What follows belongs to an exercise in optimizing a design on an open flow for small area, a short achievable clock period and few clock cycles per item; a production flow would make more cautious choices. RTL that was checked went through simulation tests only; none was proved equivalent to the original.

## job 101
==> module sw_pe, before the edit <==
module sw_pe #(
	parameter int J = 1,
	parameter int WL = 8,
	parameter int W = 8
) (
	input  logic clk,
	input  logic rst_n,
	input  logic i_en,
	input  logic [1:0] i_s_base,
	input  logic [1:0] i_t_left,
	input  logic i_v_left,
	input  logic [WL-1:0] i_h_left,
	input  logic [WL-1:0] i_f_left,
	input  logic [WL-1:0] i_m_left,
	input  logic i_clear,
	input  logic i_fast,
	input  logic i_fast_hit,
	input  logic [sw_pkg::PARAM_W-1:0] i_match_open,
	input  logic [sw_pkg::PARAM_W-1:0] i_match,
	input  logic [sw_pkg::PARAM_W:0] i_neg_mismatch,
	input  logic [sw_pkg::PARAM_W-1:0] i_open,
	input  logic [sw_pkg::PARAM_W-1:0] i_extend,
	output logic [1:0] o_t,
	output logic o_v,
	output logic [W-1:0] o_h,
	output logic [W-1:0] o_f,
	output logic [W-1:0] o_m
);
	localparam int PW = sw_pkg::PARAM_W;
	function automatic logic [W-1:0] sat_sub(input logic [W-1:0] a, input logic [PW-1:0] b);
		logic [W:0] d;
		d = {1'b0, a} - (W+1)'(b);
		sat_sub = d[W] ? '0 : d[W-1:0];
	endfunction
	function automatic logic uge(input logic [W-1:0] a, input logic [W-1:0] b);
		logic c;
		c = 1'b1;
		for (int i = 0; i < W; i++)
			c = (a[i] & ~b[i]) | ((a[i] | ~b[i]) & c);
		uge = c;
	endfunction
	function automatic logic [W-1:0] umax(input logic [W-1:0] a, input logic [W-1:0] b);
		umax = uge(b, a) ? b : a;
	endfunction
	logic [1:0] t_q;
	logic v_q;
	logic v_cur;
	logic [W-1:0] e_q;
	logic [W-1:0] ds;
	logic [W-1:0] f_in;
	logic [W-1:0] h;
	logic [W-1:0] ho;
	logic [W-1:0] e_n;
	logic [W-1:0] f_n;
	logic [W-1:0] h_n;
	logic act;
	always_ff @(posedge clk or negedge rst_n) begin
		if (!rst_n)
			v_q <= 1'b0;
		else
			v_q <= i_v_left;
	end
	always_ff @(posedge clk)
		t_q <= i_t_left;
	assign v_cur = (J == 1) ? (v_q | i_fast) : v_q;
	assign o_t = t_q;
	assign o_v = v_cur;
	assign act = v_cur & i_en;
	assign f_in = W'(i_f_left);
	if (J == 1) begin : g_first
		logic [W-1:0] ds_q;
		always_ff @(posedge clk)
			ds_q <= (i_t_left == i_s_base) ? W'(i_match) : '0;
		assign ds = ds_q;
		always_comb begin
			if (!uge(e_q, ds)) begin
				h = ds;
				ho = sat_sub(ds, i_open);
			end else begin
				h = e_q;
				ho = sat_sub(e_q, i_open);
			end
		end
	end else begin : g_rest
		logic [W-1:0] ds_q;
		logic [W:0] ds_sum;
		logic sel_d;
		logic sel_e;
		assign ds_sum = (W+1)'(i_h_left) + ((i_t_left == i_s_base) ? (W+1)'(i_match)
			: {{(W-PW){i_neg_mismatch[PW]}}, i_neg_mismatch});
		always_ff @(posedge clk) begin
			if (J == 2 && i_fast)
				ds_q <= i_fast_hit ? W'(i_match) : '0;
			else
				ds_q <= ds_sum[W] ? '0 : ds_sum[W-1:0];
		end
		assign ds = ds_q;
		assign sel_d = uge(ds, e_q) & uge(ds, f_in);
		assign sel_e = uge(e_q, f_in);
		always_comb begin
			if (sel_d) begin
				h = ds;
				ho = sat_sub(ds, i_open);
			end else if (sel_e) begin
				h = e_q;
				ho = sat_sub(e_q, i_open);
			end else begin
				h = f_in;
				ho = sat_sub(f_in, i_open);
			end
		end
	end
	always_comb begin
		e_n = act ? umax(ho, sat_sub(e_q, i_extend)) : '0;
		if (J == 1)
			f_n = act ? ho : '0;
		else
			f_n = act ? umax(ho, sat_sub(f_in, i_extend)) : '0;
		h_n = act ? h : '0;
		if (J == 1 && i_fast) begin
			e_n = i_fast_hit ? W'(i_match_open) : '0;
			f_n = e_n;
			h_n = i_fast_hit ? W'(i_match) : '0;
		end
	end
	always_ff @(posedge clk)
		e_q <= e_n;
	if (J < sw_pkg::PE_NUM) begin : g_out
		always_ff @(posedge clk) begin
			o_h <= h_n;
			o_f <= f_n;
		end
	end else begin : g_noout
		assign o_h = '0;
		assign o_f = '0;
	end
	if (J == 1) begin : g_m1
		assign o_m = o_h;
	end else if (J < sw_pkg::PE_NUM) begin : g_m
		always_ff @(posedge clk)
			o_m <= umax(W'(i_m_left), h_n);
	end else begin : g_mlast
		always_ff @(posedge clk) begin
			if (i_clear)
				o_m <= '0;
			else
				o_m <= umax(umax(o_m, W'(i_m_left)), h_n);
		end
	end
endmodule
export LEC_CHECK = 0
export ABC_AREA = 1
export CAP_MARGIN = 20
export CORE_MARGIN = 2
export CORE_UTILIZATION = 55
export SLEW_MARGIN = 20
create_clock -name core_clock -period 18.0 [get_ports {clk}]
standard.sh (not shown) runs the stock make flow with config.mk's settings and CLKGATE_MAP_FILE= SYNTH_SCRIPT=/design/flow/synth_recipe.tcl, a recipe that flattens the netlist after the stock synthesis.
==> flow/flow/run.sh <==
#!/bin/bash
# Standard layout, with buf_4 port buffers and repair_timing aiming for more
# setup slack than the 0 ns default.
set -euo pipefail
bash standard.sh SETUP_SLACK_MARGIN=13.2 "BUFFER_PORTS_ARGS=-buffer_cell sky130_fd_sc_hd__buf_4" finish > standard_flow.log 2>&1
Testbench counts of job 101, summed over its fixed seeds: cycles 17,102, items 576.
Changes in job 102 relative to job 101:
diff --git a/flow/design.v b/flow/design.v
--- a/flow/design.v
+++ b/flow/design.v
@@ -86,15 +86,13 @@
 		always_ff @(posedge clk)
 			ds_q <= (i_t_left == i_s_base) ? W'(i_match) : '0;
 		assign ds = ds_q;
 		always_comb begin
-			if (!uge(e_q, ds)) begin
+			if (!uge(e_q, ds))
 				h = ds;
-				ho = sat_sub(ds, i_open);
-			end else begin
+			else
 				h = e_q;
-				ho = sat_sub(e_q, i_open);
-			end
+			ho = sat_sub(h, i_open);
 		end
 	end else begin : g_rest
 		logic [W-1:0] ds_q;
 		logic [W:0] ds_sum;
@@ -111,18 +109,15 @@
 		assign ds = ds_q;
 		assign sel_d = uge(ds, e_q) & uge(ds, f_in);
 		assign sel_e = uge(e_q, f_in);
 		always_comb begin
-			if (sel_d) begin
+			if (sel_d)
 				h = ds;
-				ho = sat_sub(ds, i_open);
-			end else if (sel_e) begin
+			else if (sel_e)
 				h = e_q;
-				ho = sat_sub(e_q, i_open);
-			end else begin
+			else
 				h = f_in;
-				ho = sat_sub(f_in, i_open);
-			end
+			ho = sat_sub(h, i_open);
 		end
 	end
 	always_comb begin
 		e_n = act ? umax(ho, sat_sub(e_q, i_extend)) : '0;
- For job 102, the origin of the worst setup path was u_pe_array.g_pe[0].u_pe.o_f[1]$_DFF_P_, unlike job 101, where it was loading$_DFFE_PN0P_.
- [job 102] wire length of the first global-routing pass fell 16% relative to job 101
- Fraction of area in multi-input gates (lower): job 102
- Job 102 finished all stages; the layout is clean.
- Job 101: done, clean on timing, DRC and antenna
- Compound-cell area share of the yosys netlist was higher in job 101 than in job 102.
- Note that the number of gates resized after CTS recorded for job 101 amounts to 0.095 times the value seen in job 102.
- | synthesis-to-finish area growth | job 102 vs job 101 | 14 points higher |
- Number of top-level design ports: job 101 vs job 102 identical
- In the metrics for job 101 and job 102, the one carrying the lower standard cell core area is job 102.
- Job 102 ended up with fewer standard cells than job 101.
- [compare] base=job 101 new=job 102: die area fell 0.013 sq mm; final area down 4.9%.
Only the layout flow was run in job 102; the RTL was not checked for function there.

==> port drivers added, routing unchanged <==
No port has a modelled driver above. Below, the same layouts with a new extraction and two added sets of constraints. Step 1 sets driving cells, clkbuf_16 on the clock port and buf_2 on the other inputs (assumed; they add their load-dependent delay and slew). Step 2 moves the port delays by t, midway between the first and last clock arrival at a register: inputs arrive t later, outputs are due t later. That takes back most of the time a late clock gives input paths. Three values: no drivers, after step 1, after step 2; two values: the first two.
| run | shift t [ns] | setup WS [ns] | worst setup path after step 2 | worst data-port slew with drivers (ns) | pins driven straight from the clock port |
|---|---|---|---|---|---|
| job 101 | 0.703 | 13.207 / 13.140 / 12.597 | input to register | 0.06 | 1 |
| job 102 | 0.681 | 12.930 / 12.930 / 12.684 | input to register | 0.06 | 1 |
After both steps setup and hold are still met in every run listed. The setup slack of job 101, which loses most, moves by -0.067 ns with the drivers and by -0.610 ns with both steps.
